What follows belongs to an exercise in optimizing a design on an open flow for small area; a production flow would make more cautious choices.
No run shown here included a check of the RTL's function; only the layout flow was run.
No activity file was given, so power comes from the tool's default toggle rates.

--- design/flow/config.mk ---
export PLATFORM = sky130hd
export DESIGN_NAME = io_memory_bridge
export DESIGN_NICKNAME = io_memory_bridge
export VERILOG_FILES = /design/flow/design.v
export SDC_FILE = /design/flow/constraint.sdc
export NUM_CORES = 4
export LEC_CHECK = 0
export CAP_MARGIN = 20
export CORE_MARGIN = 2
export CORE_UTILIZATION = 40
export SLEW_MARGIN = 20
export SYNTH_HIERARCHICAL = 1
--- design/flow/constraint.sdc ---
create_clock -name core_clock -period 7.5 [get_ports {clock}]
set_input_delay 1.5000 -clock core_clock [delete_from_list [all_inputs] [get_ports {clock}]]
set_output_delay 1.5000 -clock core_clock [all_outputs]
set_load 0.01 [all_outputs]
--- design/flow/design.v ---
package iomem_pkg;
    localparam int ADDR_W = 32;
    localparam int DATA_W = 32;
    localparam int HALF_W = 16;
    localparam int NUM_BANKS = 5;
    localparam logic [ADDR_W-1:0] HDR_LEN_BYTES     = 32'd24;
    localparam logic [ADDR_W-1:0] HDR_LEN_MEMID_ADR = 32'd16;
    localparam logic [ADDR_W-1:0] HDR_N_TOTAL_ADR   = 32'd20;
    localparam logic [HALF_W-1:0] GLOBAL_MEM_ID = 16'h0400;
    localparam logic [ADDR_W-1:0] GLOBAL_BIAS = 32'd10;
    localparam logic [ADDR_W-1:0] LOCAL_BIAS  = 32'd26;
    localparam logic [ADDR_W-1:0] TX_PTR_WORD = 32'h0000_0011;
    localparam logic [ADDR_W-1:0] TX_LEN_WORD = 32'h0000_0010;
    localparam int CTRL_ACK_WAIT  = 2;
    localparam int TX_META_CYCLES = 5;
    typedef struct packed {
        logic [ADDR_W-1:0] adr;
        logic [DATA_W-1:0] dat;
        logic              we;
        logic              stb;
    } wb_req_t;
    typedef struct packed {
        logic [ADDR_W-1:0]    addr;
        logic [DATA_W-1:0]    data;
        logic [NUM_BANKS-1:0] we;
        logic                 gl_en;
    } mem_req_t;
    typedef struct packed {
        logic [HALF_W-1:0] length;
        logic [HALF_W-1:0] mem_id;
        logic [HALF_W-1:0] n;
        logic [HALF_W-1:0] total;
    } rx_header_t;
endpackage
`timescale 1ns/1ns
module io_memory_bridge (
    input  logic                             clock,
    input  logic                             reset,
    input  logic [iomem_pkg::ADDR_W-1:0]     wb_adr_i,
    input  logic [3:0]                       wb_sel_i,
    input  logic                             wb_we_i,
    input  logic                             wb_cyc_i,
    input  logic                             wb_stb_i,
    input  logic [iomem_pkg::DATA_W-1:0]     wb_dat_i,
    output logic                             wb_ack_o,
    output logic [iomem_pkg::DATA_W-1:0]     wb_dat_o,
    output logic [iomem_pkg::ADDR_W-1:0]     mem_addr_o,
    output logic [iomem_pkg::DATA_W-1:0]     mem_data_o,
    output logic [iomem_pkg::NUM_BANKS-1:0]  mem_we_o,
    output logic                             mem_gl_en_o,
    input  logic [iomem_pkg::DATA_W-1:0]     mem_rdata_i,
    input  logic [iomem_pkg::HALF_W-1:0]     arq_n_i,
    output logic [iomem_pkg::HALF_W-1:0]     tx_len_o,
    output logic [iomem_pkg::HALF_W-1:0]     total_packets_o
);
    logic        stb;
    logic [31:0] dat;
    logic        hdr_sel;
    logic        len_w;
    logic        n_w;
    logic        gl_sel;
    logic [2:0]  cnt;
    logic [13:0] len_words;
    logic [4:0]  bank;
    logic        local_bank;
    logic [15:0] total;
    logic [29:0] offset;
    logic        off_hi;
    logic [31:0] tx_addr;
    logic [15:0] tx_len;
    logic [7:0]  mul_a;
    logic [4:0]  bank_dec;
    logic        in_range;
    logic [31:0] rom;
    assign stb = wb_cyc_i & wb_stb_i;
    assign dat = wb_dat_i & {{8{wb_sel_i[3]}}, {8{wb_sel_i[2]}},
                             {8{wb_sel_i[1]}}, {8{wb_sel_i[0]}}};
    assign hdr_sel = stb & wb_we_i & (wb_adr_i < 32'd24);
    assign len_w   = stb & wb_we_i & (wb_adr_i == 32'd16);
    assign n_w     = stb & wb_we_i & (wb_adr_i == 32'd20);
    assign gl_sel  = stb & ~wb_we_i & wb_adr_i[29];
    always_ff @(posedge clock) begin
        cnt <= stb ? cnt + 3'd1 : 3'd0;
    end
    always_comb begin
        case (dat[15:0])
            16'h0000, 16'h0001: bank_dec = 5'b00001;
            16'h0100, 16'h0101: bank_dec = 5'b00010;
            16'h0200, 16'h0201: bank_dec = 5'b00100;
            16'h0300, 16'h0301: bank_dec = 5'b01000;
            16'h0400:           bank_dec = 5'b10000;
            default:            bank_dec = 5'b00000;
        endcase
    end
    always_ff @(posedge clock or posedge reset) begin
        if (reset) begin
            len_words <= '0;
            bank      <= 5'b00001;
        end else if (len_w) begin
            len_words <= dat[31:18];
            bank      <= bank_dec;
        end
    end
    assign local_bank = ~bank[4];
    always_ff @(posedge clock or posedge reset) begin
        if (reset) begin
            total <= '0;
        end else if (n_w) begin
            total <= dat[15:0];
        end
    end
    always_ff @(posedge clock) begin
        off_hi <= n_w;
    end
    assign mul_a = off_hi ? offset[29:22] : dat[31:24];
    logic [111:0] ppn;
    logic [21:0]  accn;
    logic [29:0]  mul_res;
    logic m0;
    logic m1;
    logic m2;
    logic m3;
    logic m4;
    logic m5;
    logic m6;
    logic m7;
    logic m8;
    logic m9;
    logic m10;
    logic m11;
    logic m12;
    logic m13;
    logic m14;
    logic m15;
    logic m16;
    logic m17;
    logic m18;
    logic m19;
    logic m20;
    logic m21;
    logic m22;
    logic m23;
    logic m24;
    logic m25;
    logic m26;
    logic m27;
    logic m28;
    logic m29;
    logic m30;
    logic m31;
    logic m32;
    logic m33;
    logic m34;
    logic m35;
    logic m36;
    logic m37;
    logic m38;
    logic m39;
    logic m40;
    logic m41;
    logic m42;
    logic m43;
    logic m44;
    logic m45;
    logic m46;
    logic m47;
    logic m48;
    logic m49;
    logic m50;
    logic m51;
    logic m52;
    logic m53;
    logic m54;
    logic m55;
    logic m56;
    logic m57;
    logic m58;
    logic m59;
    logic m60;
    logic m61;
    logic m62;
    logic m63;
    logic m64;
    logic m65;
    logic m66;
    logic m67;
    logic m68;
    logic m69;
    logic m70;
    logic m71;
    logic m72;
    logic m73;
    logic m74;
    logic m75;
    logic m76;
    logic m77;
    logic m78;
    logic m79;
    logic m80;
    logic m81;
    logic m82;
    logic m83;
    logic m84;
    logic m85;
    logic m86;
    logic m87;
    logic m88;
    logic m89;
    logic m90;
    logic m91;
    logic m92;
    logic m93;
    logic m94;
    logic m95;
    logic m96;
    logic m97;
    logic m98;
    logic m99;
    logic m100;
    logic m101;
    logic m102;
    logic m103;
    logic m104;
    logic m105;
    logic m106;
    logic m107;
    logic m108;
    logic m109;
    logic m110;
    logic m111;
    logic m112;
    logic m113;
    logic m114;
    logic m115;
    logic m116;
    logic m117;
    logic m118;
    logic m119;
    logic m120;
    logic m121;
    logic m122;
    logic m123;
    logic m124;
    logic m125;
    logic m126;
    logic m127;
    logic m128;
    logic m129;
    logic m130;
    logic m131;
    logic m132;
    logic m133;
    logic m134;
    logic m135;
    logic m136;
    logic m137;
    logic m138;
    logic m139;
    logic m140;
    logic m141;
    logic m142;
    logic m143;
    logic m144;
    logic m145;
    logic m146;
    logic m147;
    logic m148;
    logic m149;
    logic m150;
    logic m151;
    logic m152;
    logic m153;
    logic m154;
    logic m155;
    logic m156;
    logic m157;
    logic m158;
    logic m159;
    logic m160;
    logic m161;
    logic m162;
    logic m163;
    logic m164;
    logic m165;
    logic m166;
    logic m167;
    logic m168;
    logic m169;
    logic m170;
    logic m171;
    logic m172;
    logic m173;
    logic m174;
    logic m175;
    logic m176;
    logic m177;
    logic m178;
    logic m179;
    logic m180;
    logic m181;
    logic m182;
    logic m183;
    logic m184;
    logic m185;
    logic m186;
    logic m187;
    logic m188;
    logic m189;
    logic m190;
    logic m191;
    logic m192;
    logic m193;
    logic m194;
    logic m195;
    logic m196;
    logic m197;
    logic m198;
    logic m199;
    logic m200;
    logic m201;
    logic m202;
    logic m203;
    logic m204;
    logic m205;
    logic m206;
    logic m207;
    logic m208;
    logic m209;
    logic m210;
    logic m211;
    logic m212;
    logic m213;
    logic m214;
    logic m215;
    logic m216;
    logic m217;
    logic m218;
    logic m219;
    logic m220;
    logic m221;
    logic m222;
    logic m223;
    logic m224;
    logic m225;
    logic m226;
    logic m227;
    logic m228;
    logic m229;
    logic m230;
    logic m231;
    logic m232;
    logic m233;
    logic m234;
    logic m235;
    logic m236;
    logic m237;
    logic m238;
    logic m239;
    logic m240;
    logic m241;
    logic m242;
    logic m243;
    logic m244;
    logic m245;
    logic m246;
    logic m247;
    logic m248;
    logic m249;
    logic m250;
    logic m251;
    logic m252;
    logic m253;
    logic m254;
    logic m255;
    logic m256;
    logic m257;
    logic m258;
    logic m259;
    logic m260;
    logic m261;
    logic m262;
    logic m263;
    logic m264;
    logic m265;
    logic m266;
    logic m267;
    logic m268;
    logic m269;
    logic m270;
    logic m271;
    logic m272;
    logic m273;
    logic m274;
    logic m275;
    logic m276;
    logic m277;
    logic m278;
    logic m279;
    logic m280;
    always_comb begin
        for (int j = 0; j < 8; j++)
            for (int i = 0; i < 14; i++)
                ppn[j * 14 + i] = ~(mul_a[j] & len_words[i]);
    end
    assign accn = ~(offset[21:0] & {22{off_hi}});
    iomem_c0 u_m0 (ppn[6], ppn[19], m0);
    iomem_c1 u_m1 (ppn[6], ppn[19], m1);
    iomem_fa u_m2 (ppn[7], ppn[20], ppn[33], m2, m3);
    iomem_c0 u_m4 (ppn[46], ppn[59], m4);
    iomem_c1 u_m5 (ppn[46], ppn[59], m5);
    iomem_fa u_m6 (ppn[8], ppn[21], ppn[34], m6, m7);
    iomem_fa u_m8 (ppn[47], ppn[60], ppn[73], m8, m9);
    iomem_c0 u_m10 (ppn[86], ppn[99], m10);
    iomem_c1 u_m11 (ppn[86], ppn[99], m11);
    iomem_fa u_m12 (ppn[9], ppn[22], ppn[35], m12, m13);
    iomem_fa u_m14 (ppn[48], ppn[61], ppn[74], m14, m15);
    iomem_fa u_m16 (ppn[87], ppn[100], accn[1], m16, m17);
    iomem_fa u_m18 (ppn[10], ppn[23], ppn[36], m18, m19);
    iomem_fa u_m20 (ppn[49], ppn[62], ppn[75], m20, m21);
    iomem_fa u_m22 (ppn[88], ppn[101], accn[2], m22, m23);
    iomem_fa u_m24 (ppn[11], ppn[24], ppn[37], m24, m25);
    iomem_fa u_m26 (ppn[50], ppn[63], ppn[76], m26, m27);
    iomem_fa u_m28 (ppn[89], ppn[102], accn[3], m28, m29);
    iomem_fa u_m30 (ppn[12], ppn[25], ppn[38], m30, m31);
    iomem_fa u_m32 (ppn[51], ppn[64], ppn[77], m32, m33);
    iomem_fa u_m34 (ppn[90], ppn[103], accn[4], m34, m35);
    iomem_fa u_m36 (ppn[13], ppn[26], ppn[39], m36, m37);
    iomem_fa u_m38 (ppn[52], ppn[65], ppn[78], m38, m39);
    iomem_fa u_m40 (ppn[91], ppn[104], accn[5], m40, m41);
    iomem_fa u_m42 (ppn[27], ppn[40], ppn[53], m42, m43);
    iomem_fa u_m44 (ppn[66], ppn[79], ppn[92], m44, m45);
    iomem_c0 u_m46 (ppn[105], accn[6], m46);
    iomem_c1 u_m47 (ppn[105], accn[6], m47);
    iomem_fa u_m48 (ppn[41], ppn[54], ppn[67], m48, m49);
    iomem_fa u_m50 (ppn[80], ppn[93], ppn[106], m50, m51);
    iomem_fa u_m52 (ppn[55], ppn[68], ppn[81], m52, m53);
    iomem_c0 u_m54 (ppn[4], ppn[17], m54);
    iomem_c1 u_m55 (ppn[4], ppn[17], m55);
    iomem_fa u_m56 (ppn[5], ppn[18], ppn[31], m56, m57);
    iomem_c0 u_m58 (ppn[44], ppn[57], m58);
    iomem_c1 u_m59 (ppn[44], ppn[57], m59);
    iomem_fa u_m60 (m0, ppn[32], ppn[45], m60, m61);
    iomem_fa u_m62 (ppn[58], ppn[71], ppn[84], m62, m63);
    iomem_fa u_m64 (m2, m4, ppn[72], m64, m65);
    iomem_fa u_m66 (ppn[85], ppn[98], m1, m66, m67);
    iomem_fa u_m68 (m6, m8, m10, m68, m69);
    iomem_fa u_m70 (accn[0], m3, m5, m70, m71);
    iomem_fa u_m72 (m12, m14, m16, m72, m73);
    iomem_fa u_m74 (m7, m9, m11, m74, m75);
    iomem_fa u_m76 (m18, m20, m22, m76, m77);
    iomem_fa u_m78 (m13, m15, m17, m78, m79);
    iomem_fa u_m80 (m24, m26, m28, m80, m81);
    iomem_fa u_m82 (m19, m21, m23, m82, m83);
    iomem_fa u_m84 (m30, m32, m34, m84, m85);
    iomem_fa u_m86 (m25, m27, m29, m86, m87);
    iomem_fa u_m88 (m36, m38, m40, m88, m89);
    iomem_fa u_m90 (m31, m33, m35, m90, m91);
    iomem_fa u_m92 (m42, m44, m46, m92, m93);
    iomem_fa u_m94 (m37, m39, m41, m94, m95);
    iomem_fa u_m96 (m48, m50, accn[7], m96, m97);
    iomem_fa u_m98 (m43, m45, m47, m98, m99);
    iomem_fa u_m100 (m52, ppn[94], ppn[107], m100, m101);
    iomem_fa u_m102 (accn[8], m49, m51, m102, m103);
    iomem_fa u_m104 (ppn[69], ppn[82], ppn[95], m104, m105);
    iomem_fa u_m106 (ppn[108], accn[9], m53, m106, m107);
    iomem_fa u_m108 (ppn[83], ppn[96], ppn[109], m108, m109);
    iomem_c0 u_m110 (ppn[3], ppn[16], m110);
    iomem_c1 u_m111 (ppn[3], ppn[16], m111);
    iomem_fa u_m112 (m54, ppn[30], ppn[43], m112, m113);
    iomem_fa u_m114 (m56, m58, ppn[70], m114, m115);
    iomem_fa u_m116 (m60, m62, m57, m116, m117);
    iomem_fa u_m118 (m64, m66, m61, m118, m119);
    iomem_fa u_m120 (m68, m70, m65, m120, m121);
    iomem_fa u_m122 (m72, m74, m69, m122, m123);
    iomem_fa u_m124 (m76, m78, m73, m124, m125);
    iomem_fa u_m126 (m80, m82, m77, m126, m127);
    iomem_fa u_m128 (m84, m86, m81, m128, m129);
    iomem_fa u_m130 (m88, m90, m85, m130, m131);
    iomem_fa u_m132 (m92, m94, m89, m132, m133);
    iomem_fa u_m134 (m96, m98, m93, m134, m135);
    iomem_fa u_m136 (m100, m102, m97, m136, m137);
    iomem_fa u_m138 (m104, m106, m101, m138, m139);
    iomem_fa u_m140 (m108, accn[10], m105, m140, m141);
    iomem_fa u_m142 (ppn[97], ppn[110], accn[11], m142, m143);
    iomem_c0 u_m144 (ppn[2], ppn[15], m144);
    iomem_c1 u_m145 (ppn[2], ppn[15], m145);
    iomem_fa u_m146 (m110, ppn[29], ppn[42], m146, m147);
    iomem_fa u_m148 (m112, ppn[56], m111, m148, m149);
    iomem_fa u_m150 (m114, m55, m113, m150, m151);
    iomem_fa u_m152 (m116, m59, m115, m152, m153);
    iomem_fa u_m154 (m118, m63, m117, m154, m155);
    iomem_fa u_m156 (m120, m67, m119, m156, m157);
    iomem_fa u_m158 (m122, m71, m121, m158, m159);
    iomem_fa u_m160 (m124, m75, m123, m160, m161);
    iomem_fa u_m162 (m126, m79, m125, m162, m163);
    iomem_fa u_m164 (m128, m83, m127, m164, m165);
    iomem_fa u_m166 (m130, m87, m129, m166, m167);
    iomem_fa u_m168 (m132, m91, m131, m168, m169);
    iomem_fa u_m170 (m134, m95, m133, m170, m171);
    iomem_fa u_m172 (m136, m99, m135, m172, m173);
    iomem_fa u_m174 (m138, m103, m137, m174, m175);
    iomem_fa u_m176 (m140, m107, m139, m176, m177);
    iomem_fa u_m178 (m142, m109, m141, m178, m179);
    iomem_fa u_m180 (ppn[111], accn[12], m143, m180, m181);
    iomem_c2 u_m182 (ppn[0], m182);
    iomem_c3 u_m183 (ppn[1], ppn[14], m183);
    iomem_c4 u_m184 (ppn[1], ppn[14], m184);
    iomem_c3 u_m185 (m144, ppn[28], m185);
    iomem_c4 u_m186 (m144, ppn[28], m186);
    iomem_c5 u_m187 (m185, m184, m187);
    iomem_aoi21 u_m188 (m185, m184, m186, m188);
    iomem_c0 u_m189 (m146, m145, m189);
    iomem_c1 u_m190 (m146, m145, m190);
    iomem_c3 u_m191 (m189, m188, m191);
    iomem_oai21 u_m192 (m189, m188, m190, m192);
    iomem_c3 u_m193 (m148, m147, m193);
    iomem_c4 u_m194 (m148, m147, m194);
    iomem_c5 u_m195 (m193, m192, m195);
    iomem_aoi21 u_m196 (m193, m192, m194, m196);
    iomem_c0 u_m197 (m150, m149, m197);
    iomem_c1 u_m198 (m150, m149, m198);
    iomem_c3 u_m199 (m197, m196, m199);
    iomem_oai21 u_m200 (m197, m196, m198, m200);
    iomem_c3 u_m201 (m152, m151, m201);
    iomem_c4 u_m202 (m152, m151, m202);
    iomem_c5 u_m203 (m201, m200, m203);
    iomem_aoi21 u_m204 (m201, m200, m202, m204);
    iomem_c0 u_m205 (m154, m153, m205);
    iomem_c1 u_m206 (m154, m153, m206);
    iomem_c3 u_m207 (m205, m204, m207);
    iomem_oai21 u_m208 (m205, m204, m206, m208);
    iomem_c3 u_m209 (m156, m155, m209);
    iomem_c4 u_m210 (m156, m155, m210);
    iomem_c5 u_m211 (m209, m208, m211);
    iomem_aoi21 u_m212 (m209, m208, m210, m212);
    iomem_c0 u_m213 (m158, m157, m213);
    iomem_c1 u_m214 (m158, m157, m214);
    iomem_c3 u_m215 (m213, m212, m215);
    iomem_oai21 u_m216 (m213, m212, m214, m216);
    iomem_c3 u_m217 (m160, m159, m217);
    iomem_c4 u_m218 (m160, m159, m218);
    iomem_c5 u_m219 (m217, m216, m219);
    iomem_aoi21 u_m220 (m217, m216, m218, m220);
    iomem_c0 u_m221 (m162, m161, m221);
    iomem_c1 u_m222 (m162, m161, m222);
    iomem_c3 u_m223 (m221, m220, m223);
    iomem_oai21 u_m224 (m221, m220, m222, m224);
    iomem_c3 u_m225 (m164, m163, m225);
    iomem_c4 u_m226 (m164, m163, m226);
    iomem_c5 u_m227 (m225, m224, m227);
    iomem_aoi21 u_m228 (m225, m224, m226, m228);
    iomem_c0 u_m229 (m166, m165, m229);
    iomem_c1 u_m230 (m166, m165, m230);
    iomem_c3 u_m231 (m229, m228, m231);
    iomem_oai21 u_m232 (m229, m228, m230, m232);
    iomem_c3 u_m233 (m168, m167, m233);
    iomem_c4 u_m234 (m168, m167, m234);
    iomem_c5 u_m235 (m233, m232, m235);
    iomem_aoi21 u_m236 (m233, m232, m234, m236);
    iomem_c0 u_m237 (m170, m169, m237);
    iomem_c1 u_m238 (m170, m169, m238);
    iomem_c3 u_m239 (m237, m236, m239);
    iomem_oai21 u_m240 (m237, m236, m238, m240);
    iomem_c3 u_m241 (m172, m171, m241);
    iomem_c4 u_m242 (m172, m171, m242);
    iomem_c5 u_m243 (m241, m240, m243);
    iomem_aoi21 u_m244 (m241, m240, m242, m244);
    iomem_c0 u_m245 (m174, m173, m245);
    iomem_c1 u_m246 (m174, m173, m246);
    iomem_c3 u_m247 (m245, m244, m247);
    iomem_oai21 u_m248 (m245, m244, m246, m248);
    iomem_c3 u_m249 (m176, m175, m249);
    iomem_c4 u_m250 (m176, m175, m250);
    iomem_c5 u_m251 (m249, m248, m251);
    iomem_aoi21 u_m252 (m249, m248, m250, m252);
    iomem_c0 u_m253 (m178, m177, m253);
    iomem_c1 u_m254 (m178, m177, m254);
    iomem_c3 u_m255 (m253, m252, m255);
    iomem_oai21 u_m256 (m253, m252, m254, m256);
    iomem_c3 u_m257 (m180, m179, m257);
    iomem_c4 u_m258 (m180, m179, m258);
    iomem_c5 u_m259 (m257, m256, m259);
    iomem_aoi21 u_m260 (m257, m256, m258, m260);
    iomem_c0 u_m261 (accn[13], m181, m261);
    iomem_c1 u_m262 (accn[13], m181, m262);
    iomem_c3 u_m263 (m261, m260, m263);
    iomem_oai21 u_m264 (m261, m260, m262, m264);
    iomem_c6 u_m265 (accn[14], m264, m265);
    iomem_c7 u_m266 (accn[14], m264, m266);
    iomem_c3 u_m267 (accn[15], m266, m267);
    iomem_c4 u_m268 (accn[15], m266, m268);
    iomem_c6 u_m269 (accn[16], m268, m269);
    iomem_c7 u_m270 (accn[16], m268, m270);
    iomem_c3 u_m271 (accn[17], m270, m271);
    iomem_c4 u_m272 (accn[17], m270, m272);
    iomem_c6 u_m273 (accn[18], m272, m273);
    iomem_c7 u_m274 (accn[18], m272, m274);
    iomem_c3 u_m275 (accn[19], m274, m275);
    iomem_c4 u_m276 (accn[19], m274, m276);
    iomem_c6 u_m277 (accn[20], m276, m277);
    iomem_c7 u_m278 (accn[20], m276, m278);
    iomem_c3 u_m279 (accn[21], m278, m279);
    iomem_c4 u_m280 (accn[21], m278, m280);
    assign mul_res = {m279, m277, m275, m273, m271, m269, m267, m265, m263, m259, m255, m251, m247, m243, m239, m235, m231, m227, m223, m219, m215, m211, m207, m203, m199, m195, m191, m187, m183, m182};
    logic [29:0] off_bias;
    logic m281;
    logic m282;
    logic m283;
    logic m284;
    logic m285;
    logic m286;
    logic m287;
    logic m288;
    logic m289;
    logic m290;
    logic m291;
    logic m292;
    logic m293;
    logic m294;
    logic m295;
    logic m296;
    logic m297;
    logic m298;
    logic m299;
    logic m300;
    logic m301;
    logic m302;
    logic m303;
    logic m304;
    logic m305;
    logic m306;
    logic m307;
    logic m308;
    logic m309;
    logic m310;
    logic m311;
    logic m312;
    logic m313;
    logic m314;
    logic m315;
    logic m316;
    logic m317;
    logic m318;
    logic m319;
    logic m320;
    logic m321;
    logic m322;
    logic m323;
    logic m324;
    logic m325;
    logic m326;
    logic m327;
    logic m328;
    logic m329;
    logic m330;
    logic m331;
    logic m332;
    logic m333;
    logic m334;
    logic m335;
    logic m336;
    iomem_c5 u_m281 (offset[2], offset[1], m281);
    iomem_c8 u_m282 (offset[2], offset[1], m282);
    iomem_c9 u_m283 (offset[3], m282, m283);
    iomem_c10 u_m284 (offset[3], m282, m284);
    iomem_c11 u_m285 (offset[4], local_bank, m284, m285);
    iomem_c12 u_m286 (offset[4], local_bank, m284, m286);
    iomem_c5 u_m287 (offset[5], m286, m287);
    iomem_c8 u_m288 (offset[5], m286, m288);
    iomem_c13 u_m289 (offset[6], m288, m289);
    iomem_c14 u_m290 (offset[6], m288, m290);
    iomem_c13 u_m291 (offset[7], m290, m291);
    iomem_c14 u_m292 (offset[7], m290, m292);
    iomem_c13 u_m293 (offset[8], m292, m293);
    iomem_c14 u_m294 (offset[8], m292, m294);
    iomem_c13 u_m295 (offset[9], m294, m295);
    iomem_c14 u_m296 (offset[9], m294, m296);
    iomem_c13 u_m297 (offset[10], m296, m297);
    iomem_c14 u_m298 (offset[10], m296, m298);
    iomem_c13 u_m299 (offset[11], m298, m299);
    iomem_c14 u_m300 (offset[11], m298, m300);
    iomem_c13 u_m301 (offset[12], m300, m301);
    iomem_c14 u_m302 (offset[12], m300, m302);
    iomem_c13 u_m303 (offset[13], m302, m303);
    iomem_c14 u_m304 (offset[13], m302, m304);
    iomem_c13 u_m305 (offset[14], m304, m305);
    iomem_c14 u_m306 (offset[14], m304, m306);
    iomem_c13 u_m307 (offset[15], m306, m307);
    iomem_c14 u_m308 (offset[15], m306, m308);
    iomem_c13 u_m309 (offset[16], m308, m309);
    iomem_c14 u_m310 (offset[16], m308, m310);
    iomem_c13 u_m311 (offset[17], m310, m311);
    iomem_c14 u_m312 (offset[17], m310, m312);
    iomem_c13 u_m313 (offset[18], m312, m313);
    iomem_c14 u_m314 (offset[18], m312, m314);
    iomem_c13 u_m315 (offset[19], m314, m315);
    iomem_c14 u_m316 (offset[19], m314, m316);
    iomem_c13 u_m317 (offset[20], m316, m317);
    iomem_c14 u_m318 (offset[20], m316, m318);
    iomem_c13 u_m319 (offset[21], m318, m319);
    iomem_c14 u_m320 (offset[21], m318, m320);
    iomem_c13 u_m321 (offset[22], m320, m321);
    iomem_c14 u_m322 (offset[22], m320, m322);
    iomem_c13 u_m323 (offset[23], m322, m323);
    iomem_c14 u_m324 (offset[23], m322, m324);
    iomem_c13 u_m325 (offset[24], m324, m325);
    iomem_c14 u_m326 (offset[24], m324, m326);
    iomem_c13 u_m327 (offset[25], m326, m327);
    iomem_c14 u_m328 (offset[25], m326, m328);
    iomem_c13 u_m329 (offset[26], m328, m329);
    iomem_c14 u_m330 (offset[26], m328, m330);
    iomem_c13 u_m331 (offset[27], m330, m331);
    iomem_c14 u_m332 (offset[27], m330, m332);
    iomem_c13 u_m333 (offset[28], m332, m333);
    iomem_c14 u_m334 (offset[28], m332, m334);
    iomem_c13 u_m335 (offset[29], m334, m335);
    iomem_c14 u_m336 (offset[29], m334, m336);
    assign off_bias = {m335, m333, m331, m329, m327, m325, m323, m321, m319, m317, m315, m313, m311, m309, m307, m305, m303, m301, m299, m297, m295, m293, m291, m289, m287, m285, m283, m281, ~offset[1], offset[0]};
    logic [31:0] add_xn;
    logic [26:0] add_y;
    logic [31:0] add_s;
    logic m337;
    logic m338;
    logic m339;
    logic m340;
    logic m341;
    logic m342;
    logic m343;
    logic m344;
    logic m345;
    logic m346;
    logic m347;
    logic m348;
    logic m349;
    logic m350;
    logic m351;
    logic m352;
    logic m353;
    logic m354;
    logic m355;
    logic m356;
    logic m357;
    logic m358;
    logic m359;
    logic m360;
    logic m361;
    logic m362;
    logic m363;
    logic m364;
    logic m365;
    logic m366;
    logic m367;
    logic m368;
    logic m369;
    logic m370;
    logic m371;
    logic m372;
    logic m373;
    logic m374;
    logic m375;
    logic m376;
    logic m377;
    logic m378;
    logic m379;
    logic m380;
    logic m381;
    logic m382;
    logic m383;
    logic m384;
    logic m385;
    logic m386;
    logic m387;
    logic m388;
    logic m389;
    logic m390;
    logic m391;
    logic m392;
    logic m393;
    logic m394;
    logic m395;
    logic m396;
    logic m397;
    logic m398;
    logic m399;
    logic m400;
    logic m401;
    logic m402;
    logic m403;
    logic m404;
    logic m405;
    logic m406;
    logic m407;
    logic m408;
    logic m409;
    logic m410;
    logic m411;
    logic m412;
    logic m413;
    logic m414;
    logic m415;
    logic m416;
    logic m417;
    logic m418;
    logic m419;
    logic m420;
    logic m421;
    logic m422;
    logic m423;
    logic m424;
    logic m425;
    logic m426;
    logic m427;
    logic m428;
    logic m429;
    logic m430;
    logic m431;
    logic m432;
    logic m433;
    logic m434;
    logic m435;
    logic m436;
    logic m437;
    logic m438;
    logic m439;
    logic m440;
    logic m441;
    logic m442;
    logic m443;
    logic m444;
    logic m445;
    logic m446;
    logic m447;
    logic m448;
    logic m449;
    logic m450;
    logic m451;
    logic m452;
    iomem_c6 u_m337 (add_xn[0], add_y[0], m337);
    iomem_c7 u_m338 (add_xn[0], add_y[0], m338);
    iomem_c15 u_m339 (add_xn[1], add_y[1], m339);
    iomem_c7 u_m340 (add_xn[1], add_y[1], m340);
    iomem_c3 u_m341 (m339, m338, m341);
    iomem_oai21 u_m342 (m339, m338, m340, m342);
    iomem_c6 u_m343 (add_xn[2], add_y[2], m343);
    iomem_c16 u_m344 (add_xn[2], add_y[2], m344);
    iomem_c5 u_m345 (m343, m342, m345);
    iomem_aoi21 u_m346 (m343, m342, m344, m346);
    iomem_c15 u_m347 (add_xn[3], add_y[3], m347);
    iomem_c7 u_m348 (add_xn[3], add_y[3], m348);
    iomem_c3 u_m349 (m347, m346, m349);
    iomem_oai21 u_m350 (m347, m346, m348, m350);
    iomem_c6 u_m351 (add_xn[4], add_y[4], m351);
    iomem_c16 u_m352 (add_xn[4], add_y[4], m352);
    iomem_c5 u_m353 (m351, m350, m353);
    iomem_aoi21 u_m354 (m351, m350, m352, m354);
    iomem_c15 u_m355 (add_xn[5], add_y[5], m355);
    iomem_c7 u_m356 (add_xn[5], add_y[5], m356);
    iomem_c3 u_m357 (m355, m354, m357);
    iomem_oai21 u_m358 (m355, m354, m356, m358);
    iomem_c6 u_m359 (add_xn[6], add_y[6], m359);
    iomem_c16 u_m360 (add_xn[6], add_y[6], m360);
    iomem_c5 u_m361 (m359, m358, m361);
    iomem_aoi21 u_m362 (m359, m358, m360, m362);
    iomem_c15 u_m363 (add_xn[7], add_y[7], m363);
    iomem_c7 u_m364 (add_xn[7], add_y[7], m364);
    iomem_c3 u_m365 (m363, m362, m365);
    iomem_oai21 u_m366 (m363, m362, m364, m366);
    iomem_c6 u_m367 (add_xn[8], add_y[8], m367);
    iomem_c16 u_m368 (add_xn[8], add_y[8], m368);
    iomem_c5 u_m369 (m367, m366, m369);
    iomem_aoi21 u_m370 (m367, m366, m368, m370);
    iomem_c15 u_m371 (add_xn[9], add_y[9], m371);
    iomem_c7 u_m372 (add_xn[9], add_y[9], m372);
    iomem_c3 u_m373 (m371, m370, m373);
    iomem_oai21 u_m374 (m371, m370, m372, m374);
    iomem_c6 u_m375 (add_xn[10], add_y[10], m375);
    iomem_c16 u_m376 (add_xn[10], add_y[10], m376);
    iomem_c5 u_m377 (m375, m374, m377);
    iomem_aoi21 u_m378 (m375, m374, m376, m378);
    iomem_c15 u_m379 (add_xn[11], add_y[11], m379);
    iomem_c7 u_m380 (add_xn[11], add_y[11], m380);
    iomem_c3 u_m381 (m379, m378, m381);
    iomem_oai21 u_m382 (m379, m378, m380, m382);
    iomem_c6 u_m383 (add_xn[12], add_y[12], m383);
    iomem_c16 u_m384 (add_xn[12], add_y[12], m384);
    iomem_c5 u_m385 (m383, m382, m385);
    iomem_aoi21 u_m386 (m383, m382, m384, m386);
    iomem_c15 u_m387 (add_xn[13], add_y[13], m387);
    iomem_c7 u_m388 (add_xn[13], add_y[13], m388);
    iomem_c3 u_m389 (m387, m386, m389);
    iomem_oai21 u_m390 (m387, m386, m388, m390);
    iomem_c6 u_m391 (add_xn[14], add_y[14], m391);
    iomem_c16 u_m392 (add_xn[14], add_y[14], m392);
    iomem_c5 u_m393 (m391, m390, m393);
    iomem_aoi21 u_m394 (m391, m390, m392, m394);
    iomem_c15 u_m395 (add_xn[15], add_y[15], m395);
    iomem_c7 u_m396 (add_xn[15], add_y[15], m396);
    iomem_c3 u_m397 (m395, m394, m397);
    iomem_oai21 u_m398 (m395, m394, m396, m398);
    iomem_c6 u_m399 (add_xn[16], add_y[16], m399);
    iomem_c16 u_m400 (add_xn[16], add_y[16], m400);
    iomem_c5 u_m401 (m399, m398, m401);
    iomem_aoi21 u_m402 (m399, m398, m400, m402);
    iomem_c15 u_m403 (add_xn[17], add_y[17], m403);
    iomem_c7 u_m404 (add_xn[17], add_y[17], m404);
    iomem_c3 u_m405 (m403, m402, m405);
    iomem_oai21 u_m406 (m403, m402, m404, m406);
    iomem_c6 u_m407 (add_xn[18], add_y[18], m407);
    iomem_c16 u_m408 (add_xn[18], add_y[18], m408);
    iomem_c5 u_m409 (m407, m406, m409);
    iomem_aoi21 u_m410 (m407, m406, m408, m410);
    iomem_c15 u_m411 (add_xn[19], add_y[19], m411);
    iomem_c7 u_m412 (add_xn[19], add_y[19], m412);
    iomem_c3 u_m413 (m411, m410, m413);
    iomem_oai21 u_m414 (m411, m410, m412, m414);
    iomem_c6 u_m415 (add_xn[20], add_y[20], m415);
    iomem_c16 u_m416 (add_xn[20], add_y[20], m416);
    iomem_c5 u_m417 (m415, m414, m417);
    iomem_aoi21 u_m418 (m415, m414, m416, m418);
    iomem_c15 u_m419 (add_xn[21], add_y[21], m419);
    iomem_c7 u_m420 (add_xn[21], add_y[21], m420);
    iomem_c3 u_m421 (m419, m418, m421);
    iomem_oai21 u_m422 (m419, m418, m420, m422);
    iomem_c6 u_m423 (add_xn[22], add_y[22], m423);
    iomem_c16 u_m424 (add_xn[22], add_y[22], m424);
    iomem_c5 u_m425 (m423, m422, m425);
    iomem_aoi21 u_m426 (m423, m422, m424, m426);
    iomem_c15 u_m427 (add_xn[23], add_y[23], m427);
    iomem_c7 u_m428 (add_xn[23], add_y[23], m428);
    iomem_c3 u_m429 (m427, m426, m429);
    iomem_oai21 u_m430 (m427, m426, m428, m430);
    iomem_c6 u_m431 (add_xn[24], add_y[24], m431);
    iomem_c16 u_m432 (add_xn[24], add_y[24], m432);
    iomem_c5 u_m433 (m431, m430, m433);
    iomem_aoi21 u_m434 (m431, m430, m432, m434);
    iomem_c15 u_m435 (add_xn[25], add_y[25], m435);
    iomem_c7 u_m436 (add_xn[25], add_y[25], m436);
    iomem_c3 u_m437 (m435, m434, m437);
    iomem_oai21 u_m438 (m435, m434, m436, m438);
    iomem_c6 u_m439 (add_xn[26], add_y[26], m439);
    iomem_c16 u_m440 (add_xn[26], add_y[26], m440);
    iomem_c5 u_m441 (m439, m438, m441);
    iomem_aoi21 u_m442 (m439, m438, m440, m442);
    iomem_c3 u_m443 (add_xn[27], m442, m443);
    iomem_c4 u_m444 (add_xn[27], m442, m444);
    iomem_c6 u_m445 (add_xn[28], m444, m445);
    iomem_c7 u_m446 (add_xn[28], m444, m446);
    iomem_c3 u_m447 (add_xn[29], m446, m447);
    iomem_c4 u_m448 (add_xn[29], m446, m448);
    iomem_c6 u_m449 (add_xn[30], m448, m449);
    iomem_c7 u_m450 (add_xn[30], m448, m450);
    iomem_c3 u_m451 (add_xn[31], m450, m451);
    iomem_c4 u_m452 (add_xn[31], m450, m452);
    assign add_s = {m451, m449, m447, m445, m443, m441, m437, m433, m429, m425, m421, m417, m413, m409, m405, m401, m397, m393, m389, m385, m381, m377, m373, m369, m365, m361, m357, m353, m349, m345, m341, m337};
    always_ff @(posedge clock or posedge reset) begin
        if (reset) begin
            offset <= '0;
        end else if (off_hi) begin
            offset <= mul_res;
        end else if (n_w) begin
            offset <= {dat[23:16], mul_res[21:0]};
        end
    end
    assign add_xn = ~(wb_we_i ? {2'd0, off_bias} : mem_rdata_i);
    assign add_y = {wb_adr_i[28:24] & {5{~wb_we_i}}, wb_adr_i[23:2]};
    always_ff @(posedge clock) begin
        if (cnt == 3'd4) begin
            tx_addr <= add_s;
        end
    end
    always_ff @(posedge clock or posedge reset) begin
        if (reset) begin
            tx_len <= '0;
        end else if (gl_sel && cnt == 3'd5) begin
            tx_len <= mem_rdata_i[15:0];
        end
    end
    assign in_range = (wb_adr_i[28:18] == 11'd0) && (wb_adr_i[17:2] < tx_len);
    always_comb begin
        if (wb_adr_i[23:5] != 19'd0) begin
            rom = 32'hfafa_fafa;
        end else begin
            case (wb_adr_i[4:2])
                3'd0:    rom = 32'h484f_5354;
                3'd1:    rom = 32'h5043_5055;
                3'd2:    rom = 32'h5249_5343;
                3'd3:    rom = 32'h0000_0000;
                3'd4:    rom = 32'h0040_0000;
                3'd5:    rom = 32'h0000_0001;
                3'd6:    rom = wb_adr_i[31] ? {arq_n_i, 16'hfafa} : 32'h00fa_fafa;
                default: rom = 32'hfafa_fafa;
            endcase
        end
    end
    assign wb_ack_o = stb & (wb_we_i ? ((wb_adr_i < 32'd24) | (cnt == 3'd3)) :
                             wb_adr_i[29] ? (cnt == 3'd6) :
                             ((wb_adr_i[31] | wb_adr_i[30]) & (cnt == 3'd2)));
    assign wb_dat_o = wb_adr_i[29] ? (in_range ? mem_rdata_i : 32'd0) : rom;
    assign mem_addr_o  = wb_we_i ? add_s :
                         ~cnt[2] ? 32'h11 :
                         (cnt[1:0] == 2'd0) ? 32'h10 : tx_addr;
    assign mem_data_o  = dat;
    assign mem_we_o    = (stb & wb_we_i & ~hdr_sel) ? bank : 5'd0;
    assign mem_gl_en_o = gl_sel;
    assign tx_len_o        = tx_len;
    assign total_packets_o = total;
endmodule
module iomem_fa (
    input  logic a,
    input  logic b,
    input  logic c,
    output logic s,
    output logic co
);
    assign s  = a ^ b ^ c;
    assign co = (a & b) | (a & c) | (b & c);
endmodule
module iomem_ha (
    input  logic a,
    input  logic b,
    output logic s,
    output logic co
);
    assign s  = a ^ b;
    assign co = a & b;
endmodule
module iomem_aoi21 (
    input  logic a1,
    input  logic a2,
    input  logic b1,
    output logic y
);
    assign y = ~((a1 & a2) | b1);
endmodule
module iomem_oai21 (
    input  logic a1,
    input  logic a2,
    input  logic b1,
    output logic y
);
    assign y = ~((a1 | a2) & b1);
endmodule
module iomem_nand2 (
    input  logic a,
    input  logic b,
    output logic y
);
    assign y = ~(a & b);
endmodule
module iomem_nor2 (
    input  logic a,
    input  logic b,
    output logic y
);
    assign y = ~(a | b);
endmodule
module iomem_c0 (input logic a, input logic b, output logic y);
    assign y = ~(~a ^ ~b);
endmodule
module iomem_c1 (input logic a, input logic b, output logic y);
    assign y = ~(~a & ~b);
endmodule
module iomem_c2 (input logic a, output logic y);
    assign y = ~a;
endmodule
module iomem_c3 (input logic a, input logic b, output logic y);
    assign y = ~a ^ ~b;
endmodule
module iomem_c4 (input logic a, input logic b, output logic y);
    assign y = ~a & ~b;
endmodule
module iomem_c5 (input logic a, input logic b, output logic y);
    assign y = a ^ b;
endmodule
module iomem_c6 (input logic a, input logic b, output logic y);
    assign y = ~a ^ b;
endmodule
module iomem_c7 (input logic a, input logic b, output logic y);
    assign y = ~(~a & b);
endmodule
module iomem_c8 (input logic a, input logic b, output logic y);
    assign y = ~(a & b);
endmodule
module iomem_c9 (input logic a, input logic b, output logic y);
    assign y = ~(a ^ ~b);
endmodule
module iomem_c10 (input logic a, input logic b, output logic y);
    assign y = a | ~b;
endmodule
module iomem_c11 (input logic a, input logic b, input logic c, output logic y);
    assign y = a ^ b ^ c;
endmodule
module iomem_c12 (input logic a, input logic b, input logic c, output logic y);
    assign y = (a & b) | (a & c) | (b & c);
endmodule
module iomem_c13 (input logic a, input logic b, output logic y);
    assign y = a ^ ~b;
endmodule
module iomem_c14 (input logic a, input logic b, output logic y);
    assign y = ~(a & ~b);
endmodule
module iomem_c15 (input logic a, input logic b, output logic y);
    assign y = ~(~a ^ b);
endmodule
module iomem_c16 (input logic a, input logic b, output logic y);
    assign y = ~a & b;
endmodule
--- design/flow/run.sh ---
#!/bin/bash
# synth_recipe.tcl (not shown) runs the flow's synth.tcl, then flattens the netlist and writes it again
# the make line also repeats each setting of config.mk as NAME=value (left out here)
make -C /OpenROAD-flow-scripts/flow DESIGN_CONFIG=/design/flow/config.mk WORK_HOME=/design/flow/orfs CLKGATE_MAP_FILE= SYNTH_SCRIPT=/design/flow/synth_recipe.tcl finish
==> results of run 1 <==
## placed cells by master, fill, tap and decap left out, types with 35 or more instances in the layout
master	synthesis	layout
a22o_1	36	36
buf_4	0	221
clkdlybuf4s50_1	0	235
dfrtp_1	80	80
fa_1	83	82
inv_1	40	39
nand2_1	241	232
nand2b_1	50	45
nor2_1	40	35
o21ai_0	51	43
xnor2_1	62	50
xor2_1	80	66
## Yosys stat by module, one instance, submodules excluded, excerpt
module	copies in the design	flip-flops and latches
iomem_c13	24	0
iomem_c12	1	0
io_memory_bridge	1	117
iomem_fa	83	0
iomem_c14	23	0
iomem_c7	20	0
iomem_oai21	23	0
iomem_c2	1	0
iomem_c3	41	0
iomem_c15	13	0
iomem_c11	1	0
iomem_aoi21	23	0
## final cells by class
cell class	count	area [um^2]
clock buffer	17	425
inverter	41	155
clock inverter	15	139
fill	2369	10500
tap	341	427
timing repair buffer	482	4250
sequential	117	3070
multi-input combinational	969	8080
## power by group through the flow
stage	logic (mW)	clock network, mW	registers (mW)
3_3_place_gp	0.461	0	0.678
4_1_cts	0.487	0.832	0.666
2_1_floorplan	0.199	0	0.678
5_1_grt	0.540	0.861	0.666
3_5_place_dp	0.464	0	0.678
6_report	0.504	0.821	0.666
## worst register-to-register path, delay by kind of cell, from the launching register on
kind | cells | cell delay (ns)
AO/OA/AOI/OAI | 19 | 2.49
XOR/XNOR | 2 | 0.35
flip-flops | 1 | 0.87
buffers and inverters | 1 | 0.16
AND/OR/NAND/NOR | 10 | 1.24
adder cells (fa/ha/maj) | 3 | 1.55
## layer usage
metal	wire (um)	share of wire (%)	vias to the layer above	global-route usage [%]
met5	0	0	-	0
met4	852	2.3	0	6.99
met3	2750	7.3	47	6.07
met2	17500	46	357	43.9
met1	16700	44	4872	35.0
li1	-	-	4866	-
## path summary, 6_finish.rpt
kind                           start              to  cells after the start
setup / recovery             wb_we_i  mem_addr_o[31]                     37
hold / removal             total[14]       total[14]                      2
setup reg to reg              off_hi      offset[29]                     35
hold reg to reg            total[14]       total[14]                      2
max in group asynchronous      reset      offset[13]                      3
min in group asynchronous      reset        total[7]                      2
## what timing repair did
item                                    in CTS  in global routing
pin swaps                                   23                 54
buffers inserted                            23                 29
gates resized for setup                     55                 64
endpoints found under the setup margin      14                 17
hold buffers                                 0                  0
## synthesized netlist by cell type (2+ instances only)
| master | number |
|---|---|
| a211o_1 | 3 |
| a211oi_1 | 2 |
| a21o_1 | 22 |
| a21oi_1 | 32 |
| a21oi_2 | 23 |
| a22o_1 | 36 |
| a31oi_1 | 6 |
| a32o_1 | 4 |
| and2_1 | 27 |
| and3_1 | 6 |
| and4bb_2 | 2 |
| buf_1 | 14 |
| buf_2 | 8 |
| clkbuf_1 | 40 |
| dfrtp_1 | 80 |
| dfxtp_1 | 4 |
| edfxtp_1 | 32 |
| fa_1 | 83 |
| ha_1 | 23 |
| inv_1 | 40 |
| mux2_2 | 26 |
| mux2_4 | 4 |
| mux2i_1 | 37 |
| nand2_1 | 241 |
| nand2b_1 | 50 |
| nand3_1 | 5 |
| nand4_1 | 7 |
| nor2_1 | 40 |
| nor2b_1 | 9 |
| nor2b_4 | 13 |
| nor3_1 | 5 |
| nor3_2 | 2 |
| nor4_2 | 2 |
| o21a_1 | 2 |
| o21ai_0 | 51 |
| o21ai_1 | 25 |
| o2bb2ai_1 | 2 |
| or2_1 | 18 |
| or4_1 | 3 |
| xnor2_1 | 62 |
| xor2_1 | 80 |
## stage by stage
| stage | area [um^2] | total power, mW | std cells | worst slack (ns) | util, % |
|---|---|---|---|---|---|
| detailed placement | 15300 | 1.14 | 1904 | -0.932 | 56.6 |
| finish | 16500 | 1.99 | 1982 | -0.391 | 61.2 |
| global route | 16500 | 2.07 | 1982 | -0.754 | 61.2 |
| floorplan | 11300 | 0.878 | 1190 | -0.146 | - |
| global placement | 15300 | 1.14 | 1904 | -0.819 | 56.6 |
| CTS | 16100 | 1.98 | 1958 | -0.290 | 59.5 |
## registers in the layout (all words and copies together) (netlist names)
register and cells:
tx_len 16, bank 5, offset 30, cnt 3, total 16, tx_addr 32, off_hi 1, len_words 14
## logic make-up after synthesis
group                      Yosys count  synth area share (%)
DFF                                117                  27.7
adders and majority gates          107                  17.7
buffers and inverters              104                  3.69
and+or+nand+nor                    439                  19.9
AOI/OAI and AO/OA                  213                  13.0
xor gates and xnor gates           143                  11.5
muxes                               67                  6.53
==> results.sh, run 1 <==
export IMPL_status="complete, but fails checks"
export IMPL_violatedChecks="negative setup slack"
export IMPL_synth_edf_count=32
export IMPL_grt_pass1_vias=10300
export IMPL_period_minus_slack_ns=7.89
export IMPL_initial_utilization_pct=41.0
export IMPL_cts_tree="yes"
export IMPL_p_comb_share_pct=25.3
export IMPL_drtAntennaViolNets=0
export IMPL_antennaDiodeCount=0
export IMPL_syn_area_per_cell_um2=9.30
export IMPL_syn_num_nets=1417
export IMPL_maxCapViolations=0
export IMPL_crit_family="compound AO/OA/AOI/OAI gates"
export IMPL_grt_max_degree=51
export IMPL_intPower_mw=1.40
export IMPL_finalNetCount=1855
export IMPL_cp_slowest_cell="o21ai_4"
export IMPL_criticalPathCategory="in2out"
export IMPL_dieArea_um2=29000
export IMPL_drc=0
export IMPL_root_buffer="clkbuf_16"
export IMPL_yosysSeqAreaShare_pct=27.7
export IMPL_grt_usage_pct=26.5
export IMPL_crit_buf_inv=2
export IMPL_area_growth_pct=49.5
export IMPL_die_w_um=170
export IMPL_hold_viol=0
export IMPL_firstDrtPassIters=5
export IMPL_post_route_period_util_pct=105
export IMPL_setup_slack_ns=-0.391
export IMPL_yosysWarnings=7
export IMPL_routabilityCongestion=0.860
export IMPL_grt_pass1_wl_um=58000
export IMPL_insertion_delay_ns=0.43
export IMPL_pwr_share_seq_pct=33.4
export IMPL_core_area_um2=27000
export IMPL_hpwl_um=29400
export IMPL_leakage_nw=6.61
export IMPL_antenna_found_initial=0
export IMPL_io_buffers=255
export IMPL_finalSetupViolCount=5
export IMPL_clock_sinks=117
export IMPL_arrival_ns=6.39
export IMPL_rsz0062_at_grt="true"
export IMPL_critical_path_max_stage_delay_ns=0.20
export IMPL_routed_wirelength_um=37800
export IMPL_clkPwrFrac_pct=41.2
export IMPL_syn_area_um2=11100
export IMPL_synth_top_area_share_pct=18.1
export IMPL_rows=60
export IMPL_drv_slew=0
export IMPL_hp_class="reg2reg"
export IMPL_async_flop_share_pct=69.2
export IMPL_hold_slack_ns=0.471
export IMPL_fin_tns_setup_ns=-1.26
export IMPL_switching_power_uw=588
export IMPL_wire_per_inst_um=19.1
export IMPL_critPathRequiredTime_ns=6.00
export IMPL_io_pins=256
export IMPL_worst_slew_pin_slew_ns=1.05
export IMPL_worstSetupEndpointType="output pin"
export IMPL_vdd_drop_max_mv=0.142
export IMPL_drive_gt1_share_pct=26.4
export IMPL_cts_htree_levels=4
export IMPL_synth_ff_type="dfrtp_1"
export IMPL_fp_dieH_um=170
export IMPL_start_kind="input port"
export IMPL_via_count=10100
export IMPL_cts_buffers=17
export IMPL_max_slew_margin_pct=30.3
export IMPL_via_per_inst=5.12
export IMPL_syn_inst=1190
export IMPL_synthTopCellsByArea="dfrtp_1, fa_1, edfxtp_1, nand2_1, xor2_1"
export IMPL_yosys_area_top_type="dfrtp_1"
export IMPL_fmax_mhz=127
export IMPL_gr_total_overflow=0
export IMPL_synthDistinctLibCells=60
export IMPL_rrSetupSlack_ns=0.72
export IMPL_clockBufferDepth=2
export IMPL_p_per_area_nw_per_um2=120
export IMPL_critical_path_peak_fanout=6
export IMPL_drt_iter0_markers=539
export IMPL_clk_pin_slew_ns=0.07
export IMPL_finClkSkew_ns=0.0153
export IMPL_synth_seq_cells=117
export IMPL_p_sw_share_pct=29.5
==> inputs of run 2 (changes only) <==
--- a/design/flow/design.v
+++ b/design/flow/design.v
@@ -835,6 +835,31 @@
     logic m450;
     logic m451;
     logic m452;
+    logic m453;
+    logic m454;
+    logic m455;
+    logic m456;
+    logic m457;
+    logic m458;
+    logic m459;
+    logic m460;
+    logic m461;
+    logic m462;
+    logic m463;
+    logic m464;
+    logic m465;
+    logic m466;
+    logic m467;
+    logic m468;
+    logic m469;
+    logic m470;
+    logic m471;
+    logic m472;
+    logic m473;
+    logic m474;
+    logic m475;
+    logic m476;
+    logic m477;
     iomem_c6 u_m337 (add_xn[0], add_y[0], m337);
     iomem_c7 u_m338 (add_xn[0], add_y[0], m338);
     iomem_c15 u_m339 (add_xn[1], add_y[1], m339);
@@ -906,52 +931,77 @@
     iomem_c3 u_m405 (m403, m402, m405);
     iomem_oai21 u_m406 (m403, m402, m404, m406);
     iomem_c6 u_m407 (add_xn[18], add_y[18], m407);
-    iomem_c16 u_m408 (add_xn[18], add_y[18], m408);
-    iomem_c5 u_m409 (m407, m406, m409);
-    iomem_aoi21 u_m410 (m407, m406, m408, m410);
-    iomem_c15 u_m411 (add_xn[19], add_y[19], m411);
-    iomem_c7 u_m412 (add_xn[19], add_y[19], m412);
-    iomem_c3 u_m413 (m411, m410, m413);
-    iomem_oai21 u_m414 (m411, m410, m412, m414);
-    iomem_c6 u_m415 (add_xn[20], add_y[20], m415);
-    iomem_c16 u_m416 (add_xn[20], add_y[20], m416);
-    iomem_c5 u_m417 (m415, m414, m417);
-    iomem_aoi21 u_m418 (m415, m414, m416, m418);
-    iomem_c15 u_m419 (add_xn[21], add_y[21], m419);
-    iomem_c7 u_m420 (add_xn[21], add_y[21], m420);
-    iomem_c3 u_m421 (m419, m418, m421);
-    iomem_oai21 u_m422 (m419, m418, m420, m422);
-    iomem_c6 u_m423 (add_xn[22], add_y[22], m423);
-    iomem_c16 u_m424 (add_xn[22], add_y[22], m424);
-    iomem_c5 u_m425 (m423, m422, m425);
-    iomem_aoi21 u_m426 (m423, m422, m424, m426);
-    iomem_c15 u_m427 (add_xn[23], add_y[23], m427);
-    iomem_c7 u_m428 (add_xn[23], add_y[23], m428);
-    iomem_c3 u_m429 (m427, m426, m429);
-    iomem_oai21 u_m430 (m427, m426, m428, m430);
-    iomem_c6 u_m431 (add_xn[24], add_y[24], m431);
-    iomem_c16 u_m432 (add_xn[24], add_y[24], m432);
-    iomem_c5 u_m433 (m431, m430, m433);
-    iomem_aoi21 u_m434 (m431, m430, m432, m434);
-    iomem_c15 u_m435 (add_xn[25], add_y[25], m435);
-    iomem_c7 u_m436 (add_xn[25], add_y[25], m436);
-    iomem_c3 u_m437 (m435, m434, m437);
-    iomem_oai21 u_m438 (m435, m434, m436, m438);
-    iomem_c6 u_m439 (add_xn[26], add_y[26], m439);
-    iomem_c16 u_m440 (add_xn[26], add_y[26], m440);
-    iomem_c5 u_m441 (m439, m438, m441);
-    iomem_aoi21 u_m442 (m439, m438, m440, m442);
-    iomem_c3 u_m443 (add_xn[27], m442, m443);
-    iomem_c4 u_m444 (add_xn[27], m442, m444);
-    iomem_c6 u_m445 (add_xn[28], m444, m445);
-    iomem_c7 u_m446 (add_xn[28], m444, m446);
-    iomem_c3 u_m447 (add_xn[29], m446, m447);
-    iomem_c4 u_m448 (add_xn[29], m446, m448);
-    iomem_c6 u_m449 (add_xn[30], m448, m449);
-    iomem_c7 u_m450 (add_xn[30], m448, m450);
-    iomem_c3 u_m451 (add_xn[31], m450, m451);
-    iomem_c4 u_m452 (add_xn[31], m450, m452);
-    assign add_s = {m451, m449, m447, m445, m443, m441, m437, m433, m429, m425, m421, m417, m413, m409, m405, m401, m397, m393, m389, m385, m381, m377, m373, m369, m365, m361, m357, m353, m349, m345, m341, m337};
+    iomem_c5 u_m408 (m407, m406, m408);
+    iomem_c7 u_m409 (add_xn[18], add_y[18], m409);
+    iomem_c15 u_m410 (add_xn[19], add_y[19], m410);
+    iomem_c17 u_m411 (m409, m407, m406, m411);
+    iomem_c6 u_m412 (m410, m411, m412);
+    iomem_c7 u_m413 (add_xn[19], add_y[19], m413);
+    iomem_oai21 u_m414 (m410, m409, m413, m414);
+    iomem_c14 u_m415 (m407, m410, m415);
+    iomem_c6 u_m416 (add_xn[20], add_y[20], m416);
+    iomem_c18 u_m417 (m414, m415, m406, m417);
+    iomem_c13 u_m418 (m416, m417, m418);
+    iomem_c16 u_m419 (add_xn[20], add_y[20], m419);
+    iomem_aoi21 u_m420 (m416, m414, m419, m420);
+    iomem_c7 u_m421 (m415, m416, m421);
+    iomem_c15 u_m422 (add_xn[21], add_y[21], m422);
+    iomem_c19 u_m423 (m420, m421, m406, m423);
+    iomem_c6 u_m424 (m422, m423, m424);
+    iomem_c7 u_m425 (add_xn[21], add_y[21], m425);
+    iomem_oai21 u_m426 (m422, m420, m425, m426);
+    iomem_c4 u_m427 (m421, m422, m427);
+    iomem_c6 u_m428 (add_xn[22], add_y[22], m428);
+    iomem_c20 u_m429 (m426, m427, m406, m429);
+    iomem_c13 u_m430 (m428, m429, m430);
+    iomem_c16 u_m431 (add_xn[22], add_y[22], m431);
+    iomem_aoi21 u_m432 (m428, m426, m431, m432);
+    iomem_c8 u_m433 (m427, m428, m433);
+    iomem_c15 u_m434 (add_xn[23], add_y[23], m434);
+    iomem_c19 u_m435 (m432, m433, m406, m435);
+    iomem_c6 u_m436 (m434, m435, m436);
+    iomem_c7 u_m437 (add_xn[23], add_y[23], m437);
+    iomem_oai21 u_m438 (m434, m432, m437, m438);
+    iomem_c4 u_m439 (m433, m434, m439);
+    iomem_c6 u_m440 (add_xn[24], add_y[24], m440);
+    iomem_c20 u_m441 (m438, m439, m406, m441);
+    iomem_c13 u_m442 (m440, m441, m442);
+    iomem_c16 u_m443 (add_xn[24], add_y[24], m443);
+    iomem_aoi21 u_m444 (m440, m438, m443, m444);
+    iomem_c8 u_m445 (m439, m440, m445);
+    iomem_c15 u_m446 (add_xn[25], add_y[25], m446);
+    iomem_c19 u_m447 (m444, m445, m406, m447);
+    iomem_c6 u_m448 (m446, m447, m448);
+    iomem_c7 u_m449 (add_xn[25], add_y[25], m449);
+    iomem_oai21 u_m450 (m446, m444, m449, m450);
+    iomem_c4 u_m451 (m445, m446, m451);
+    iomem_c6 u_m452 (add_xn[26], add_y[26], m452);
+    iomem_c20 u_m453 (m450, m451, m406, m453);
+    iomem_c13 u_m454 (m452, m453, m454);
+    iomem_c16 u_m455 (add_xn[26], add_y[26], m455);
+    iomem_aoi21 u_m456 (m452, m450, m455, m456);
+    iomem_c8 u_m457 (m451, m452, m457);
+    iomem_c19 u_m458 (m456, m457, m406, m458);
+    iomem_c6 u_m459 (add_xn[27], m458, m459);
+    iomem_c4 u_m460 (add_xn[27], m456, m460);
+    iomem_c4 u_m461 (m457, add_xn[27], m461);
+    iomem_c20 u_m462 (m460, m461, m406, m462);
+    iomem_c3 u_m463 (add_xn[28], m462, m463);
+    iomem_c7 u_m464 (add_xn[28], m460, m464);
+    iomem_c14 u_m465 (m461, add_xn[28], m465);
+    iomem_c19 u_m466 (m464, m465, m406, m466);
+    iomem_c6 u_m467 (add_xn[29], m466, m467);
+    iomem_c4 u_m468 (add_xn[29], m464, m468);
+    iomem_c4 u_m469 (m465, add_xn[29], m469);
+    iomem_c20 u_m470 (m468, m469, m406, m470);
+    iomem_c3 u_m471 (add_xn[30], m470, m471);
+    iomem_c7 u_m472 (add_xn[30], m468, m472);
+    iomem_c14 u_m473 (m469, add_xn[30], m473);
+    iomem_c19 u_m474 (m472, m473, m406, m474);
+    iomem_c6 u_m475 (add_xn[31], m474, m475);
+    iomem_c4 u_m476 (add_xn[31], m472, m476);
+    iomem_c4 u_m477 (m473, add_xn[31], m477);
+    assign add_s = {m475, m471, m467, m463, m459, m454, m448, m442, m436, m430, m424, m418, m412, m408, m405, m401, m397, m393, m389, m385, m381, m377, m373, m369, m365, m361, m357, m353, m349, m345, m341, m337};
     always_ff @(posedge clock or posedge reset) begin
         if (reset) begin
             offset <= '0;
@@ -1105,3 +1155,15 @@
 module iomem_c16 (input logic a, input logic b, output logic y);
     assign y = ~a & b;
 endmodule
+module iomem_c17 (input logic a, input logic b, input logic c, output logic y);
+    assign y = ~a | (b & c);
+endmodule
+module iomem_c18 (input logic a, input logic b, input logic c, output logic y);
+    assign y = ~(a | (~b & c));
+endmodule
+module iomem_c19 (input logic a, input logic b, input logic c, output logic y);
+    assign y = ~a | (~b & c);
+endmodule
+module iomem_c20 (input logic a, input logic b, input logic c, output logic y);
+    assign y = ~(a | (b & c));
+endmodule
--- a/design/flow/config.mk
+++ b/design/flow/config.mk
@@ -8,5 +8,6 @@
 export CAP_MARGIN = 20
 export CORE_MARGIN = 2
 export CORE_UTILIZATION = 40
+export GPL_TIMING_DRIVEN = 0
 export SLEW_MARGIN = 20
 export SYNTH_HIERARCHICAL = 1
==> results.sh, run 2 <==
export IMPL_status="complete, but fails checks"
export IMPL_violatedChecks="negative setup slack"
export IMPL_fin_total_pwr_mw=2.00
export IMPL_synthTopCellsByArea="dfrtp_1, fa_1, edfxtp_1, nand2_1, xnor2_1"
export IMPL_synth_top_area_share_pct=17.6
export IMPL_syn_area_per_cell_um2=9.48
export IMPL_syn_area_um2=11400
export IMPL_hp_class="reg2reg"
export IMPL_drtAntennaViolNets=0
export IMPL_worst_slew_pin_slew_ns=1.09
export IMPL_rows=61
export IMPL_synthDistinctLibCells=61
export IMPL_routabilityCongestion=0.890
export IMPL_drc=0
export IMPL_critPathRequiredTime_ns=6.00
export IMPL_leakage_nw=6.89
export IMPL_r2r_start="off_hi"
export IMPL_maxCapViolations=0
export IMPL_drt_iter0_markers=661
export IMPL_clock_sinks=117
export IMPL_reg_top3="tx_addr (32), offset (30)"
export IMPL_r2r_end="offset[23]"
export IMPL_via_count=10600
export IMPL_root_buffer="clkbuf_16"
export IMPL_critical_path_peak_fanout=3
export IMPL_arrival_ns=6.03
export IMPL_grt_max_degree=46
export IMPL_synth_edf_count=32
export IMPL_fmax_mhz=133
export IMPL_r2r_cells=34
export IMPL_clockBufferDepth=2
export IMPL_initial_utilization_pct=40.8
export IMPL_final_common_cell="clkdlybuf4s50_1"
export IMPL_crit_start="offset[2]"
export IMPL_grt_pass1_wl_um=63100
export IMPL_rrSetupSlack_ns=0.40
export IMPL_finClkSkew_ns=0.0149
export IMPL_drive_gt1_share_pct=27.9
export IMPL_drv_slew=0
export IMPL_vdd_drop_max_mv=0.0840
export IMPL_firstDrtPassIters=5
export IMPL_cts_htree_levels=4
export IMPL_core_area_um2=27900
export IMPL_synthTopCellsByCount="nand2_1, fa_1, dfrtp_1, xnor2_1, xor2_1"
export IMPL_die_w_um=173
export IMPL_cts_tree="yes"
export IMPL_whs_path_depth=1
export IMPL_synth_seq_cells=117
export IMPL_hold_viol=0
export IMPL_largest_reg_flops=32
export IMPL_gr_total_overflow=0
export IMPL_grt_pass1_vias=10700
export IMPL_fp_dieH_um=173
export IMPL_syn_inst=1198
export IMPL_setup_slack_ns=-0.0326
export IMPL_p_per_area_nw_per_um2=116
export IMPL_period_minus_slack_ns=7.53
export IMPL_largest_register="tx_addr"
export IMPL_post_route_period_util_pct=100
export IMPL_post_place_ws_ns=-1.94
export IMPL_final_cell_mix="clkdlybuf4s50_1, nand2_1, buf_4"
export IMPL_routed_wirelength_um=42500
export IMPL_rsz0062_at_grt="true"
export IMPL_cts_buffers=17
export IMPL_finalSetupViolCount=4
export IMPL_max_slew_margin_pct=27.7
export IMPL_grt_usage_pct=27.6
export IMPL_cp_slowest_cell="dfrtp_2"
export IMPL_yosys_area_top_type="dfrtp_1"
export IMPL_clk_pin_slew_ns=0.05
export IMPL_insertion_delay_ns=0.43
export IMPL_via_per_inst=5.27
export IMPL_dieArea_um2=29800
export IMPL_crit_path_frequent_cell="nand2b_4"
export IMPL_critical_path_max_stage_delay_ns=0.42
export IMPL_io_pins=256
export IMPL_synth_ff_type="dfrtp_1"
export IMPL_syn_num_nets=1425
export IMPL_antennaDiodeCount=0
export IMPL_io_buffers=254
export IMPL_hold_slack_ns=0.470
export IMPL_antenna_found_initial=0
export IMPL_yosysWarnings=7
export IMPL_worstHoldEndpoint="cnt[0]"
export IMPL_start_kind="flip-flop"
export IMPL_area_growth_pct=51.7
export IMPL_worstSetupEndpointType="output pin"
export IMPL_finalNetCount=1852
export IMPL_yosysSeqAreaShare_pct=27.0
export IMPL_criticalPathCategory="reg2out"
export IMPL_wire_per_inst_um=21.1
export IMPL_worstHoldStart="cnt[0]"
export IMPL_synth_most_common_cell="nand2_1"
export IMPL_hpwl_um=32200
export IMPL_hold_buffers=0
export IMPL_async_flop_share_pct=69.2
[run 2: kinds of logic after synthesis]
group	synth area share, %
AOI/OAI and AO/OA	13.5
xor gates and xnor gates	11.2
adders and majority gates	17.3
buffers and inverters	4.11
DFF	27.0
muxes	8.10
and+or+nand+nor	18.8
[run 2: metrics by stage]
step / util (%) / setup TNS (ns) / std cells / instance area [um^2]
6_report: 61.9 / -0.0626 / 2016 / 17200
2_1_floorplan: - / -0.0307 / 1198 / 11400
3_5_place_dp: 52.0 / -37.59 / 1831 / 14500
4_1_cts: 59.4 / 0 / 1961 / 16600
5_1_grt: 61.9 / -1.34 / 2016 / 17200
3_3_place_gp: 51.9 / -37.74 / 1830 / 14500
[run 2: how the worst max path moves through the flow]
| stage | slack, ns | to | cells past startpoint |
|---|---|---|---|
| floorplan | -0.03 | offset[29] | 35 |
| global placement | -1.93 | mem_addr_o[27] | 27 |
| detailed placement | -1.94 | mem_addr_o[27] | 27 |
| CTS | 0.006 | mem_addr_o[31] | 36 |
| global route | -0.25 | mem_addr_o[30] | 35 |
| finish | -0.03 | mem_addr_o[30] | 35 |
[run 2: timing repair]
item / in CTS / in global routing
setup endpoints to repair: 29 / 22
buffers inserted: 98 / 54
cloned: 0 / 1
pin swaps: 70 / 71
gates resized for setup: 173 / 64
[run 2: layer usage]
metal	up-vias	share of wire (%)	track usage, %
met5	-	0	0
met4	0	3.6	9.83
met3	91	6.0	5.19
met2	441	49	47.7
met1	5217	41	34.6
li1	4879	-	-
[run 2: power by group]
part / internal [mW] / switching (mW) / total (mW)
sequential: 0.666 / 0.00106 / 0.667
combinational: 0.292 / 0.262 / 0.554
clock: 0.435 / 0.348 / 0.782
total: 1.39 / 0.611 / 2.00
[run 2: per-module statistics from Yosys (local to each module, per instance), a selection]
module | copies in the design | cell area [um^2]
iomem_c4 | 21 | 3.75
iomem_c2 | 1 | 3.75
iomem_c14 | 26 | 6.26
iomem_c16 | 12 | 13.8
iomem_c19 | 6 | 12.5
iomem_c17 | 1 | 10.0
iomem_c10 | 1 | 6.26
iomem_c8 | 5 | 3.75
iomem_c20 | 5 | 8.76
iomem_c18 | 1 | 12.5
iomem_c0 | 18 | 8.76
iomem_c3 | 36 | 8.76
iomem_c5 | 21 | 8.76
iomem_c1 | 18 | 6.26
iomem_c11 | 1 | 23.8
[run 2: cell type report]
class	count	area, um^2
multi-input cells	971	8770
plain buffers	62	435
inverters	48	183
well taps	378	473
clock buffers	19	443
clock inverters	13	100
flip-flops and latches	117	3070
fillers	2301	10600
repair buffers	408	3750
[run 2: critical path, delay by kind of cell, from the launching register on]
kind            cells  cell delay (ns)
buf+inv             2             0.25
flops               1             0.42
mux                 1             0.25
compound gates      2             0.29
xor+xnor            2             0.37
fa+ha+maj           1             0.21
simple gates       27             3.80

==> static timing again, ports no longer ideal <==
How much do the figures lean on ideal ports? The routed layouts below were timed once more, with nothing changed but the port constraints. Step 1 sets driving cells, clkbuf_16 on the clock port and buf_2 on the other inputs (assumed; they add their load-dependent delay and slew). Step 2, shift: input delay + t, output delay - t, t = (earliest + latest rising clock arrival at the registers) / 2. This alone moves slack from input paths to output paths. Slacks: ideal ports / drivers / drivers and shift; pairs: ideal ports / drivers.
run	shift t [ns]	setup slack, ns	clock arrival spread, ns	worst slew at a driven data input, ns
run 1	0.473	-0.391 / -0.474 / -0.474	0.018 / 0.019	0.12
run 2	0.480	-0.033 / -0.086 / -0.240	0.016 / 0.017	0.08
For run 2, which loses most, drivers alone change the setup slack by -0.053 ns; drivers and shift together by -0.207 ns.
